Source: an optimization exercise on an open RTL-to-GDS flow (aim: a short achievable clock period and few clock cycles per item). Production flows keep margins and buffers that such runs may drop.
RTL that was checked went through simulation tests only; none was proved equivalent to the original.
The flow treats the clock pin as an ideal source. Dropping or thinning the clock tree relies on that and would not hold on a real chip.
Power figures rest on the tool's default switching activity, not on a simulated workload.

## pu_sequencer
module pu_sequencer #(
   parameter int WIDTH = 32,
   parameter int LEN   = 8,
   parameter int ROWS  = 4
) (
   input  logic                             clk,
   input  logic                             rst,
   input  logic                             wr_en,
   input  logic                             wr_sel,
   input  logic [$clog2(ROWS*LEN)-1:0]      wr_addr,
   input  logic [WIDTH-1:0]                 wr_data,
   input  logic                             start,
   output logic                             busy,
   output logic                             done,
   output logic                             pu_en,
   output logic [WIDTH-1:0]                 pu_x1, pu_x2, pu_x3, pu_x4,
   output logic [WIDTH-1:0]                 pu_w1, pu_w2, pu_w3, pu_w4,
   input  logic [WIDTH-1:0]                 pu_data,
   output logic                             out_valid,
   output logic [((ROWS > 1) ? $clog2(ROWS) : 1)-1:0] out_row,
   output logic [WIDTH-1:0]                 out_data
);
Size: ~3,600 cells after synthesis, roughly 2,200 flip-flops, roughly 370 I/O pins, about 0.067 sq mm of cells after synthesis.
==> flow/config.mk <==
export PLATFORM = sky130hd
export DESIGN_NAME = pu_sequencer
export DESIGN_NICKNAME = pu_sequencer
export VERILOG_FILES = /design/flow/design.v
export SDC_FILE = /design/flow/constraint.sdc
export NUM_CORES = 4
export LEC_CHECK = 0
export CAP_MARGIN = 20
export CORE_MARGIN = 2
export CORE_UTILIZATION = 55
export CTS_CLUSTER_DIAMETER = 80
export CTS_CLUSTER_SIZE = 30
export SETUP_SLACK_MARGIN = 3.2
export SLEW_MARGIN = 20
export TNS_END_PERCENT = 100
==> flow/constraint.sdc <==
create_clock -name core_clock -period 5.0 [get_ports {clk}]
set_input_delay 1.0000 -clock core_clock [delete_from_list [all_inputs] [get_ports {clk}]]
set_output_delay 1.0000 -clock core_clock [all_outputs]
set_load 0.01 [all_outputs]
standard.sh (not shown) runs the stock make flow with config.mk's settings and CLKGATE_MAP_FILE= SYNTH_SCRIPT=/design/flow/synth_recipe.tcl, a recipe that flattens the netlist after the stock synthesis.
==> flow/flow/run.sh <==
#!/bin/bash
# Standard ORFS layout, with one change to the clock tree after CTS: the
# buffers that TritonCTS puts above its leaf buffers are replaced by four
# root buffers driven by the clock port directly (flow/clktree.tcl). Every
# other step is the standard flow (standard.sh). Each tool's output
# goes to a log of its own in this folder.
set -euo pipefail
here=$(pwd)
bash standard.sh cts > std_cts.log 2>&1
RES=$here/orfs/results/$FLOW_PLATFORM/pu_sequencer/base \
   openroad -no_init -exit flow/clktree.tcl > clktree.log 2>&1
bash standard.sh finish > std_finish.log 2>&1
Other scripts of this flow, unchanged in this note and not shown: flow/flow/clktree.tcl
The starting point produced a clean layout.
Edit:
- CORE_UTILIZATION: 55 -> 62
Routed wire length came out lower by 4.0%.
Cell count fell by 3.7%.
Fmax rises by 0.46%.
Power decreases by 0.50%.
Function was not checked in any run of this note: the RTL went through the layout flow alone. In every run of this note, the design's own scripts or RTL, not TritonCTS, make the clock network.

---

pu_sequencer, a different RTL version from the one above (not shown whole).
For scale: ~3600 cells after synthesis, roughly 2200 flip-flops, ~370 I/O pins.
clock: 5.0 ns
lec_check: 0
cap_margin: 20
core_margin: 2
core_utilization: 68
cts_cluster_diameter: 80
cts_cluster_size: 30
setup_slack_margin: 3.2
slew_margin: 20
tns_end_percent: 100
==> flow/flow/clktree.tcl <==
set res $::env(RES)
set nroot 4
set leafmax 28
if {[info exists ::env(NROOT)]} { set nroot $::env(NROOT) }
if {[info exists ::env(LEAF)]} { set leafmax $::env(LEAF) }
read_db $res/4_cts.odb
set db [ord::get_db]
set block [ord::get_db_block]
set clk_net [[$block findBTerm clk] getNet]

proc out_net {inst} {
   foreach it [$inst getITerms] { if {[$it isOutputSignal]} { return [$it getNet] } }
   return "NULL"
}
proc is_clkbuf {inst} {
   set m [[$inst getMaster] getName]
   return [expr {[string match "sky130_fd_sc_hd__clkbuf_*" $m] || [string match "sky130_fd_sc_hd__buf_*" $m]}]
}

# Move each flip-flop that drives an output port's buffer (and nothing
# else) next to that buffer, so the register-to-output path has no long
# wire; detailed placement below makes the placement legal again.
set moved 0
foreach bt [$block getBTerms] {
   if {[$bt getIoType] ne "OUTPUT"} continue
   set net [$bt getNet]
   if {$net eq "NULL"} continue
   set obuf ""
   foreach it [$net getITerms] { if {[$it isOutputSignal]} { set obuf [$it getInst] } }
   if {$obuf eq ""} continue
   set a "NULL"
   foreach it [$obuf getITerms] { if {[$it isInputSignal]} { set a [$it getNet] } }
   if {$a eq "NULL" || [llength [$a getITerms]] != 2} continue
   set src ""
   foreach it [$a getITerms] { if {[$it isOutputSignal]} { set src [$it getInst] } }
   if {$src eq "" || ![string match "*__df*" [[$src getMaster] getName]]} continue
   set ob [$obuf getBBox]
   $src setLocation [$ob xMin] [$ob yMin]
   incr moved
}
puts "moved $moved output flip-flops next to their output buffers"

# walk the clock tree from the port: collect its buffers and its sinks
set frontier [list $clk_net]
set bufs {}
set sinks {}
set dummies {}
while {[llength $frontier]} {
   set net [lindex $frontier 0]
   set frontier [lrange $frontier 1 end]
   foreach it [$net getITerms] {
      if {![$it isInputSignal]} continue
      set inst [$it getInst]
      if {[is_clkbuf $inst]} {
         lappend bufs $inst
         set on [out_net $inst]
         if {$on ne "NULL"} { lappend frontier $on }
      } elseif {[out_net $inst] eq "NULL" && ![$inst isBlock] && [llength [[$inst getMaster] getName]] &&
                ![string match "*df*" [[$inst getMaster] getName]]} {
         # a dummy load that CTS added for balancing
         lappend dummies $inst
      } else {
         lappend sinks $it
      }
   }
}
set n [llength $sinks]
puts "old clock tree: [llength $bufs] buffers, [llength $dummies] dummy loads, $n sinks"

# sink positions (pin centres)
set px {}; set py {}
foreach it $sinks {
   set b [[$it getInst] getBBox]
   lappend px [expr {([$b xMin] + [$b xMax]) / 2.0}]
   lappend py [expr {([$b yMin] + [$b yMax]) / 2.0}]
}

# recursive bisection into k groups; returns a list of index lists
proc bisect {idx k} {
   global px py
   if {$k <= 1} { return [list $idx] }
   set xs {}; set ys {}
   foreach i $idx { lappend xs [lindex $px $i]; lappend ys [lindex $py $i] }
   set w [expr {[tcl::mathfunc::max {*}$xs] - [tcl::mathfunc::min {*}$xs]}]
   set h [expr {[tcl::mathfunc::max {*}$ys] - [tcl::mathfunc::min {*}$ys]}]
   set pl {}
   foreach i $idx {
      lappend pl [list $i [expr {$w >= $h ? [lindex $px $i] : [lindex $py $i]}]]
   }
   set pl [lsort -real -index 1 $pl]
   set k1 [expr {$k / 2}]
   set n1 [expr {int(round(double([llength $idx]) * $k1 / $k))}]
   set a {}; set b {}
   set j 0
   foreach e $pl { if {$j < $n1} { lappend a [lindex $e 0] } else { lappend b [lindex $e 0] }; incr j }
   return [concat [bisect $a $k1] [bisect $b [expr {$k - $k1}]]]
}

set all {}
for {set i 0} {$i < $n} {incr i} { lappend all $i }
set regions [bisect $all $nroot]
set nleaf [expr {($n + $leafmax - 1) / $leafmax}]
if {$nleaf < $nroot} { set nleaf $nroot }
# remove the old tree
foreach inst $bufs {
   set on [out_net $inst]
   odb::dbInst_destroy $inst
   if {$on ne "NULL"} { odb::dbNet_destroy $on }
}
foreach inst $dummies { odb::dbInst_destroy $inst }
foreach it $sinks { $it disconnect }

# root buffers: the strongest plain buffer (the port drives them directly);
# leaf buffers: a plain buffer with a smaller input, so that the root
# buffers see less load, that still keeps the flip-flop clock slew low
set root_master [$db findMaster sky130_fd_sc_hd__buf_16]
set leaf_master [$db findMaster sky130_fd_sc_hd__buf_12]
proc centroid {idx} {
   global px py
   set sx 0.0; set sy 0.0
   foreach i $idx { set sx [expr {$sx + [lindex $px $i]}]; set sy [expr {$sy + [lindex $py $i]}] }
   return [list [expr {int($sx / [llength $idx])}] [expr {int($sy / [llength $idx])}]]
}
proc add_buf {name loc in_net master} {
   global block
   set inst [odb::dbInst_create $block $master $name]
   set net [odb::dbNet_create $block "${name}_net"]
   $net setSigType CLOCK
   [$inst findITerm A] connect $in_net
   [$inst findITerm X] connect $net
   $inst setLocation {*}$loc
   $inst setPlacementStatus PLACED
   return $net
}
set li 0
set r 0
foreach reg $regions {
   set k [expr {int(round(double($nleaf) * [llength $reg] / $n))}]
   if {$k < 1} { set k 1 }
   set groups [bisect $reg $k]
   # root at the centroid of its leaf buffers
   set cs {}
   foreach g $groups { lappend cs [centroid $g] }
   set sx 0; set sy 0
   foreach c $cs { incr sx [lindex $c 0]; incr sy [lindex $c 1] }
   set rnet [add_buf "clkroot_$r" [list [expr {$sx / [llength $cs]}] [expr {$sy / [llength $cs]}]] $clk_net $root_master]
   set sizes {}
   foreach g $groups c $cs {
      set lnet [add_buf "clkleaf_$li" $c $rnet $leaf_master]
      foreach i $g { [lindex $sinks $i] connect $lnet }
      lappend sizes [llength $g]
      incr li
   }
   puts "root $r: [llength $groups] leaf buffers, flip-flops per leaf: $sizes"
   incr r
}
puts "new clock tree: $r root buffers, $li leaf buffers; clock port drives [llength [$clk_net getITerms]] cell pins"
detailed_placement
check_placement
write_db $res/4_cts.odb
Scripts as last shown in full above: flow/flow/run.sh
Testbench counts at the start, summed over its fixed seeds: cycles 10,328, items 1,200.
Rerun with:
--- a/flow/flow/clktree.tcl
+++ b/flow/flow/clktree.tcl
@@ -13,8 +13,5 @@
    return "NULL"
 }
-proc is_clkbuf {inst} {
-   set m [[$inst getMaster] getName]
-   return [expr {[string match "sky130_fd_sc_hd__clkbuf_*" $m] || [string match "sky130_fd_sc_hd__buf_*" $m]}]
-}
+proc is_clkbuf {inst} { return [string match "sky130_fd_sc_hd__clkbuf_*" [[$inst getMaster] getName]] }
 
 # Move each flip-flop that drives an output port's buffer (and nothing
@@ -111,9 +108,5 @@
 foreach it $sinks { $it disconnect }
 
-# root buffers: the strongest plain buffer (the port drives them directly);
-# leaf buffers: a plain buffer with a smaller input, so that the root
-# buffers see less load, that still keeps the flip-flop clock slew low
-set root_master [$db findMaster sky130_fd_sc_hd__buf_16]
-set leaf_master [$db findMaster sky130_fd_sc_hd__buf_12]
+set master [$db findMaster sky130_fd_sc_hd__clkbuf_16]
 proc centroid {idx} {
    global px py
@@ -122,6 +115,6 @@
    return [list [expr {int($sx / [llength $idx])}] [expr {int($sy / [llength $idx])}]]
 }
-proc add_buf {name loc in_net master} {
-   global block
+proc add_buf {name loc in_net} {
+   global block master
    set inst [odb::dbInst_create $block $master $name]
    set net [odb::dbNet_create $block "${name}_net"]
@@ -144,8 +137,8 @@
    set sx 0; set sy 0
    foreach c $cs { incr sx [lindex $c 0]; incr sy [lindex $c 1] }
-   set rnet [add_buf "clkroot_$r" [list [expr {$sx / [llength $cs]}] [expr {$sy / [llength $cs]}]] $clk_net $root_master]
+   set rnet [add_buf "clkroot_$r" [list [expr {$sx / [llength $cs]}] [expr {$sy / [llength $cs]}]] $clk_net]
    set sizes {}
    foreach g $groups c $cs {
-      set lnet [add_buf "clkleaf_$li" $c $rnet $leaf_master]
+      set lnet [add_buf "clkleaf_$li" $c $rnet]
       foreach i $g { [lindex $sinks $i] connect $lnet }
       lappend sizes [llength $g]
Settings changed: CORE_UTILIZATION 68 to 62.
Cell area rises by 0.63%.
Sequential cell count stays the same.
Via count came out lower by 1.9%.
Hold slack gets worse by 0.0044 ns.
Routed wire length rose by 1.3%.
Cell count increases by 2.1%.
Clock skew drops by 0.013 ns.
First-iteration DRC count decreases by 16%.
Setup slack is better by 0.0067 ns.
Rerun with:
Settings changed: CORE_UTILIZATION 62 to 55.
What happened: The new run went through all stages and came out clean; via count went up by 0.97%; cell area went up by 0.57%; sequential cell count is unchanged; power went up by 0.35%; global-route usage went down by 2.0 points; wire length went up by 5.5%; utilization went down by 7.4 points; first-iteration DRC count went up by 5.2%; die area went up by 13%; register-to-register slack stays flat; synthesized area stays the same.
In every run of this note, the design's own scripts or RTL, not TritonCTS, make the clock network.

---

The RTL this note starts from:
==> flow/design.v <==
module pu_sequencer #(
   parameter int WIDTH = 32,
   parameter int LEN   = 8,
   parameter int ROWS  = 4
) (
   input  logic                             clk,
   input  logic                             rst,
   input  logic                             wr_en,
   input  logic                             wr_sel,
   input  logic [$clog2(ROWS*LEN)-1:0]      wr_addr,
   input  logic [WIDTH-1:0]                 wr_data,
   input  logic                             start,
   output logic                             busy,
   output logic                             done,
   output logic                             pu_en,
   output logic [WIDTH-1:0]                 pu_x1, pu_x2, pu_x3, pu_x4,
   output logic [WIDTH-1:0]                 pu_w1, pu_w2, pu_w3, pu_w4,
   input  logic [WIDTH-1:0]                 pu_data,
   output logic                             out_valid,
   output logic [((ROWS > 1) ? $clog2(ROWS) : 1)-1:0] out_row,
   output logic [WIDTH-1:0]                 out_data
);
   localparam int AW  = $clog2(ROWS * LEN);
   localparam int NOP = ROWS * LEN / 4;       
   localparam int KW  = $clog2(NOP);          
   logic             busy_c;                   
   logic             wq_v    [1:NOP];
   logic             wq_sel  [1:NOP];
   logic [AW-1:0]    wq_addr [1:NOP];
   logic [WIDTH-1:0] wq_data [1:NOP];
   logic [LEN-1:0]   x_en;                     
   logic [3:0]       w_en    [1:NOP];          
   always_ff @(posedge clk) begin
      if (rst) begin
         for (int s = 1; s <= NOP; s++) wq_v[s] <= 1'b0;
         x_en <= '0;
         for (int s = 1; s <= NOP; s++) w_en[s] <= '0;
      end else begin
         wq_v[1] <= wr_en && !busy_c;
         for (int s = 2; s <= NOP; s++) wq_v[s] <= wq_v[s-1] && wq_sel[s-1];
         for (int k = 0; k < LEN; k++)
            x_en[k] <= wr_en && !busy_c && !wr_sel && wr_addr == AW'(k);
         for (int j = 0; j < 4; j++)
            w_en[1][j] <= wr_en && !busy_c && wr_sel && wr_addr == AW'(j);
         for (int s = 2; s <= NOP; s++)
            for (int j = 0; j < 4; j++)
               w_en[s][j] <= wq_v[s-1] && wq_sel[s-1] && wq_addr[s-1] == AW'(4 * (s - 1) + j);
      end
   end
   always_ff @(posedge clk) begin
      wq_sel[1]  <= wr_sel;
      wq_addr[1] <= wr_addr;
      wq_data[1] <= wr_data;
      for (int s = 2; s <= NOP; s++) begin
         wq_sel[s]  <= wq_sel[s-1];
         wq_addr[s] <= wq_addr[s-1];
         wq_data[s] <= wq_data[s-1];
      end
   end
   logic [WIDTH-1:0] x_buf [LEN];
   logic [WIDTH-1:0] w_buf [ROWS*LEN];
   always_ff @(posedge clk) begin
      for (int k = 0; k < LEN; k++)
         if (x_en[k]) x_buf[k] <= wq_data[1];
      for (int k = 0; k < ROWS * LEN; k++)
         if (w_en[1 + k/4][k % 4]) w_buf[k] <= wq_data[1 + k/4];
   end
   logic          s1, req, load;
   logic [KW-1:0] cnt;
   logic          s1_nx, req_nx, load_nx, busy_nx;
   logic [KW-1:0] cnt_nx;
   always_comb begin
      s1_nx   = start && !busy_c;
      req_nx  = s1 || (req && !load);
      cnt_nx  = (load || cnt != '0) ? cnt + 1'b1 : '0;
      load_nx = req_nx && cnt_nx == '0;
      busy_nx = (req_nx && s1_nx && cnt_nx == '0) ||
                ((req_nx || s1_nx) && cnt_nx != '0 && cnt_nx != KW'(NOP - 1));
      busy_c  = (req && s1 && cnt == '0) ||
                ((req || s1) && cnt != '0 && cnt != KW'(NOP - 1));
   end
   always_ff @(posedge clk) begin
      if (rst) begin
         s1   <= 1'b0;
         req  <= 1'b0;
         cnt  <= '0;
         load <= 1'b0;
         busy <= 1'b0;
      end else begin
         s1   <= s1_nx;
         req  <= req_nx;
         cnt  <= cnt_nx;
         load <= load_nx;
         busy <= busy_nx;
      end
   end
   logic [NOP-1:0]   slot_oh;                 
   logic [WIDTH-1:0] w_rd_nx [4];
   logic [WIDTH-1:0] x_hold  [4];
   logic [KW-1:0]    op_k;
   always_ff @(posedge clk) begin
      if (rst) slot_oh <= NOP'(1);
      else if (load || cnt != '0) slot_oh <= {slot_oh[NOP-2:0], slot_oh[NOP-1]};
      else slot_oh <= NOP'(1);
   end
   always_comb begin
      for (int j = 0; j < 4; j++) begin
         w_rd_nx[j] = '0;
         for (int s = 0; s < NOP; s++)
            w_rd_nx[j] = w_rd_nx[j] | ({WIDTH{slot_oh[s]}} & w_buf[4 * s + j]);
      end
   end
   always_ff @(posedge clk) begin
      op_k  <= cnt;
      pu_w1 <= w_rd_nx[0];
      pu_w2 <= w_rd_nx[1];
      pu_w3 <= w_rd_nx[2];
      pu_w4 <= w_rd_nx[3];
      if (load) begin
         pu_x1 <= x_buf[0];
         pu_x2 <= x_buf[1];
         pu_x3 <= x_buf[2];
         pu_x4 <= x_buf[3];
         for (int j = 0; j < 4; j++) x_hold[j] <= x_buf[4 + j];
      end else begin
         pu_x1 <= x_hold[0];
         pu_x2 <= x_hold[1];
         pu_x3 <= x_hold[2];
         pu_x4 <= x_hold[3];
         x_hold[0] <= pu_x1;
         x_hold[1] <= pu_x2;
         x_hold[2] <= pu_x3;
         x_hold[3] <= pu_x4;
      end
   end
   always_ff @(posedge clk) begin
      if (rst) pu_en <= 1'b0;
      else     pu_en <= load || cnt != '0;
   end
   localparam int BW = 4;                     
   localparam int NB = WIDTH / BW;            
   localparam int BL = $clog2(BW);
   logic             p_v, a_v, last_v;
   logic [KW-1:0]    p_k, a_k;
   logic [WIDTH-1:0] pd_q;
   logic [BW:0]      bs0 [NB];                
   logic [BW:0]      bs1 [NB];                
   logic [BW:0]      bs0_nx [NB];
   logic [BW:0]      bs1_nx [NB];
   logic [BW-1:0] bg [2][NB][BL+1];
   logic [BW-1:0] bp [2][NB][BL+1];
   logic [BW-1:0] ba [NB];
   logic [BW-1:0] bb [NB];
   logic [BW-1:0] bp0 [NB];
   always_comb begin
      for (int n = 0; n < NB; n++) begin
         ba[n]  = pu_data[BW*n +: BW];
         bb[n]  = pd_q[BW*n +: BW];
         bp0[n] = ba[n] ^ bb[n];
         for (int c = 0; c < 2; c++) begin
            bg[c][n][0] = ba[n] & bb[n];
            bp[c][n][0] = bp0[n];
            if (c == 1) bg[c][n][0][0] = ba[n][0] | bb[n][0];
            for (int l = 0; l < BL; l++)
               for (int i = 0; i < BW; i++)
                  if (i >= (1 << l)) begin
                     bg[c][n][l+1][i] = bg[c][n][l][i] | (bp[c][n][l][i] & bg[c][n][l][i - (1 << l)]);
                     bp[c][n][l+1][i] = bp[c][n][l][i] & bp[c][n][l][i - (1 << l)];
                  end else begin
                     bg[c][n][l+1][i] = bg[c][n][l][i];
                     bp[c][n][l+1][i] = bp[c][n][l][i];
                  end
         end
         bs0_nx[n][0] = bp0[n][0];
         bs1_nx[n][0] = ~bp0[n][0];
         for (int i = 1; i < BW; i++) begin
            bs0_nx[n][i] = bp0[n][i] ^ bg[0][n][BL][i-1];
            bs1_nx[n][i] = bp0[n][i] ^ bg[1][n][BL][i-1];
         end
         bs0_nx[n][BW] = bg[0][n][BL][BW-1];
         bs1_nx[n][BW] = bg[1][n][BL][BW-1];
      end
   end
   localparam int NL = $clog2(NB);
   logic [NB-1:0]    cg [NL+1];
   logic [NB-1:0]    cp [NL+1];
   logic [NB:0]      bc;
   logic [WIDTH-1:0] sum_nx;
   always_comb begin
      for (int n = 0; n < NB; n++) begin
         cg[0][n] = bs0[n][BW];
         cp[0][n] = bs1[n][BW];
      end
      for (int l = 0; l < NL; l++)
         for (int n = 0; n < NB; n++)
            if (n >= (1 << l)) begin
               cg[l+1][n] = cg[l][n] | (cp[l][n] & cg[l][n - (1 << l)]);
               cp[l+1][n] = cp[l][n] & cp[l][n - (1 << l)];
            end else begin
               cg[l+1][n] = cg[l][n];
               cp[l+1][n] = cp[l][n];
            end
      bc[0] = 1'b0;
      for (int n = 0; n < NB; n++) bc[n+1] = cg[NL][n];
      for (int n = 0; n < NB; n++)
         sum_nx[BW*n +: BW] = bc[n] ? bs1[n][BW-1:0] : bs0[n][BW-1:0];
   end
   always_ff @(posedge clk) begin
      pd_q     <= pu_data;
      p_k      <= op_k;
      a_k      <= p_k;
      for (int n = 0; n < NB; n++) begin
         bs0[n] <= bs0_nx[n];
         bs1[n] <= bs1_nx[n];
      end
      out_data <= sum_nx;
      out_row  <= a_k[KW-1:1];
   end
   always_ff @(posedge clk) begin
      if (rst) begin
         p_v       <= 1'b0;
         a_v       <= 1'b0;
         out_valid <= 1'b0;
         last_v    <= 1'b0;
         done      <= 1'b0;
      end else begin
         p_v       <= pu_en;
         a_v       <= p_v;
         out_valid <= a_v && a_k[0];
         last_v    <= a_v && a_k == KW'(NOP - 1);
         done      <= last_v;
      end
   end
endmodule
==> flow/config.mk <==
export PLATFORM = sky130hd
export DESIGN_NAME = pu_sequencer
export DESIGN_NICKNAME = pu_sequencer
export VERILOG_FILES = /design/flow/design.v
export SDC_FILE = /design/flow/constraint.sdc
export NUM_CORES = 4
export LEC_CHECK = 0
export CAP_MARGIN = 20
export CORE_MARGIN = 2
export CORE_UTILIZATION = 62
export CTS_CLUSTER_DIAMETER = 80
export CTS_CLUSTER_SIZE = 30
export SETUP_SLACK_MARGIN = 3.2
export SLEW_MARGIN = 20
export TNS_END_PERCENT = 100
==> flow/constraint.sdc <==
create_clock -name core_clock -period 5.0 [get_ports {clk}]
set_input_delay 1.0000 -clock core_clock [delete_from_list [all_inputs] [get_ports {clk}]]
set_output_delay 1.0000 -clock core_clock [all_outputs]
set_load 0.01 [all_outputs]
==> flow/flow/clktree.tcl <==
set res $::env(RES)
set nroot 4
set leafmax 24
if {[info exists ::env(NROOT)]} { set nroot $::env(NROOT) }
if {[info exists ::env(LEAF)]} { set leafmax $::env(LEAF) }
read_db $res/4_cts.odb
set db [ord::get_db]
set block [ord::get_db_block]
set clk_net [[$block findBTerm clk] getNet]

proc out_net {inst} {
   foreach it [$inst getITerms] { if {[$it isOutputSignal]} { return [$it getNet] } }
   return "NULL"
}
proc is_clkbuf {inst} {
   set m [[$inst getMaster] getName]
   return [expr {[string match "sky130_fd_sc_hd__clkbuf_*" $m] || [string match "sky130_fd_sc_hd__buf_*" $m]}]
}

# Move each flip-flop that drives an output port's buffer (and nothing
# else) next to that buffer, so the register-to-output path has no long
# wire; detailed placement below makes the placement legal again.
set moved 0
foreach bt [$block getBTerms] {
   if {[$bt getIoType] ne "OUTPUT"} continue
   set net [$bt getNet]
   if {$net eq "NULL"} continue
   set obuf ""
   foreach it [$net getITerms] { if {[$it isOutputSignal]} { set obuf [$it getInst] } }
   if {$obuf eq ""} continue
   set a "NULL"
   foreach it [$obuf getITerms] { if {[$it isInputSignal]} { set a [$it getNet] } }
   if {$a eq "NULL" || [llength [$a getITerms]] != 2} continue
   set src ""
   foreach it [$a getITerms] { if {[$it isOutputSignal]} { set src [$it getInst] } }
   if {$src eq "" || ![string match "*__df*" [[$src getMaster] getName]]} continue
   set ob [$obuf getBBox]
   $src setLocation [$ob xMin] [$ob yMin]
   incr moved
}
puts "moved $moved output flip-flops next to their output buffers"

# walk the clock tree from the port: collect its buffers and its sinks
set frontier [list $clk_net]
set bufs {}
set sinks {}
set dummies {}
while {[llength $frontier]} {
   set net [lindex $frontier 0]
   set frontier [lrange $frontier 1 end]
   foreach it [$net getITerms] {
      if {![$it isInputSignal]} continue
      set inst [$it getInst]
      if {[is_clkbuf $inst]} {
         lappend bufs $inst
         set on [out_net $inst]
         if {$on ne "NULL"} { lappend frontier $on }
      } elseif {[out_net $inst] eq "NULL" && ![$inst isBlock] && [llength [[$inst getMaster] getName]] &&
                ![string match "*df*" [[$inst getMaster] getName]]} {
         # a dummy load that CTS added for balancing
         lappend dummies $inst
      } else {
         lappend sinks $it
      }
   }
}
set n [llength $sinks]
puts "old clock tree: [llength $bufs] buffers, [llength $dummies] dummy loads, $n sinks"

# sink positions (pin centres)
set px {}; set py {}
foreach it $sinks {
   set b [[$it getInst] getBBox]
   lappend px [expr {([$b xMin] + [$b xMax]) / 2.0}]
   lappend py [expr {([$b yMin] + [$b yMax]) / 2.0}]
}

# recursive bisection into k groups; returns a list of index lists
proc bisect {idx k} {
   global px py
   if {$k <= 1} { return [list $idx] }
   set xs {}; set ys {}
   foreach i $idx { lappend xs [lindex $px $i]; lappend ys [lindex $py $i] }
   set w [expr {[tcl::mathfunc::max {*}$xs] - [tcl::mathfunc::min {*}$xs]}]
   set h [expr {[tcl::mathfunc::max {*}$ys] - [tcl::mathfunc::min {*}$ys]}]
   set pl {}
   foreach i $idx {
      lappend pl [list $i [expr {$w >= $h ? [lindex $px $i] : [lindex $py $i]}]]
   }
   set pl [lsort -real -index 1 $pl]
   set k1 [expr {$k / 2}]
   set n1 [expr {int(round(double([llength $idx]) * $k1 / $k))}]
   set a {}; set b {}
   set j 0
   foreach e $pl { if {$j < $n1} { lappend a [lindex $e 0] } else { lappend b [lindex $e 0] }; incr j }
   return [concat [bisect $a $k1] [bisect $b [expr {$k - $k1}]]]
}

set all {}
for {set i 0} {$i < $n} {incr i} { lappend all $i }
set regions [bisect $all $nroot]
set nleaf [expr {($n + $leafmax - 1) / $leafmax}]
if {$nleaf < $nroot} { set nleaf $nroot }
# remove the old tree
foreach inst $bufs {
   set on [out_net $inst]
   odb::dbInst_destroy $inst
   if {$on ne "NULL"} { odb::dbNet_destroy $on }
}
foreach inst $dummies { odb::dbInst_destroy $inst }
foreach it $sinks { $it disconnect }

# root buffers: the strongest plain buffer (the port drives them directly);
# leaf buffers: a plain buffer with a smaller input, so that the root
# buffers see less load, that still keeps the flip-flop clock slew low
set root_master [$db findMaster sky130_fd_sc_hd__buf_16]
set leaf_master [$db findMaster sky130_fd_sc_hd__buf_12]
proc centroid {idx} {
   global px py
   set sx 0.0; set sy 0.0
   foreach i $idx { set sx [expr {$sx + [lindex $px $i]}]; set sy [expr {$sy + [lindex $py $i]}] }
   return [list [expr {int($sx / [llength $idx])}] [expr {int($sy / [llength $idx])}]]
}
proc add_buf {name loc in_net master} {
   global block
   set inst [odb::dbInst_create $block $master $name]
   set net [odb::dbNet_create $block "${name}_net"]
   $net setSigType CLOCK
   [$inst findITerm A] connect $in_net
   [$inst findITerm X] connect $net
   $inst setLocation {*}$loc
   $inst setPlacementStatus PLACED
   return $net
}
set li 0
set r 0
foreach reg $regions {
   set k [expr {int(round(double($nleaf) * [llength $reg] / $n))}]
   if {$k < 1} { set k 1 }
   set groups [bisect $reg $k]
   # root at the centroid of its leaf buffers
   set cs {}
   foreach g $groups { lappend cs [centroid $g] }
   set sx 0; set sy 0
   foreach c $cs { incr sx [lindex $c 0]; incr sy [lindex $c 1] }
   set rnet [add_buf "clkroot_$r" [list [expr {$sx / [llength $cs]}] [expr {$sy / [llength $cs]}]] $clk_net $root_master]
   set sizes {}
   foreach g $groups c $cs {
      set lnet [add_buf "clkleaf_$li" $c $rnet $leaf_master]
      foreach i $g { [lindex $sinks $i] connect $lnet }
      lappend sizes [llength $g]
      incr li
   }
   puts "root $r: [llength $groups] leaf buffers, flip-flops per leaf: $sizes"
   incr r
}
puts "new clock tree: $r root buffers, $li leaf buffers; clock port drives [llength [$clk_net getITerms]] cell pins"
detailed_placement
check_placement
write_db $res/4_cts.odb
Scripts as last shown in full above: flow/flow/run.sh
The starting point produced a clean layout.
Testbench counts at the start, summed over its fixed seeds: cycles 10,328, items 1,200.
Change:
--- a/flow/flow/clktree.tcl
+++ b/flow/flow/clktree.tcl
@@ -2,3 +2,3 @@
 set nroot 4
-set leafmax 24
+set leafmax 28
 if {[info exists ::env(NROOT)]} { set nroot $::env(NROOT) }
- hold slack barely changes
- global-route usage is about the same
- die area does not change
- power drops slightly
- wire length hardly moves
- sequential power barely changes
Change:
--- a/flow/flow/clktree.tcl
+++ b/flow/flow/clktree.tcl
@@ -19,5 +19,6 @@
 
-# Move each flip-flop that drives an output port's buffer (and nothing
-# else) next to that buffer, so the register-to-output path has no long
-# wire; detailed placement below makes the placement legal again.
+# Move each flip-flop that drives an output port's buffer (and at most a
+# few other cells, which go with it) next to that buffer, so the
+# register-to-output path has no long wire; detailed placement below makes
+# the placement legal again.
 set moved 0
@@ -32,5 +33,8 @@
    foreach it [$obuf getITerms] { if {[$it isInputSignal]} { set a [$it getNet] } }
-   if {$a eq "NULL" || [llength [$a getITerms]] != 2} continue
+   if {$a eq "NULL" || [llength [$a getITerms]] > 4} continue
    set src ""
-   foreach it [$a getITerms] { if {[$it isOutputSignal]} { set src [$it getInst] } }
+   set others {}
+   foreach it [$a getITerms] {
+      if {[$it isOutputSignal]} { set src [$it getInst] } elseif {[$it getInst] ne $obuf} { lappend others [$it getInst] }
+   }
    if {$src eq "" || ![string match "*__df*" [[$src getMaster] getName]]} continue
@@ -38,2 +42,4 @@
    $src setLocation [$ob xMin] [$ob yMin]
+   # the flip-flop's other loads (at most a few) go with it
+   foreach o $others { $o setLocation [$ob xMin] [$ob yMin] }
    incr moved
Effect: Via count increases slightly. Final area barely changes. Fmax increases slightly. Final cell count barely changes.
In every run of this note, the design's own scripts or RTL, not TritonCTS, make the clock network.

==> separate check: timing with driven ports <==
No port has a modelled driver above. Below, the same layouts with a new extraction and two added sets of constraints. Step 1: set_driving_cell puts a clkbuf_16 on clk and a buf_2 on each other input, an assumption about the parent block. Step 2 also shifts input and output timing later by t, the mid clock arrival at the registers, as if the neighbouring blocks saw the same clock. a / b / c = no drivers / after step 1 / after step 2; a / b = the first two.
run	t, ns	setup slack, ns	hold slack, ns
the first run of note 1	0.722	2.918 / 2.754 / 2.411	0.328 / 0.328 / 0.328
the second run of note 1	0.704	2.928 / 2.769 / 2.384	0.330 / 0.330 / 0.330
the first run of note 2	0.666	2.960 / 2.791 / 2.699	0.339 / 0.339 / 0.339
the second run of note 2	0.703	2.966 / 2.811 / 2.651	0.335 / 0.335 / 0.335
the third run of note 2	0.714	2.966 / 2.805 / 2.636	0.338 / 0.338 / 0.338
the first run of note 3	0.692	2.998 / 2.824 / 2.681	0.333 / 0.333 / 0.333
the second run of note 3	0.673	3.007 / 2.835 / 2.691	0.334 / 0.334 / 0.334
the third run of note 3	0.673	3.013 / 2.841 / 2.680	0.335 / 0.335 / 0.335
After both steps every run listed still meets setup and hold. For the second run of note 1, which loses most, drivers alone change the setup slack by -0.159 ns; drivers and shift together by -0.544 ns.
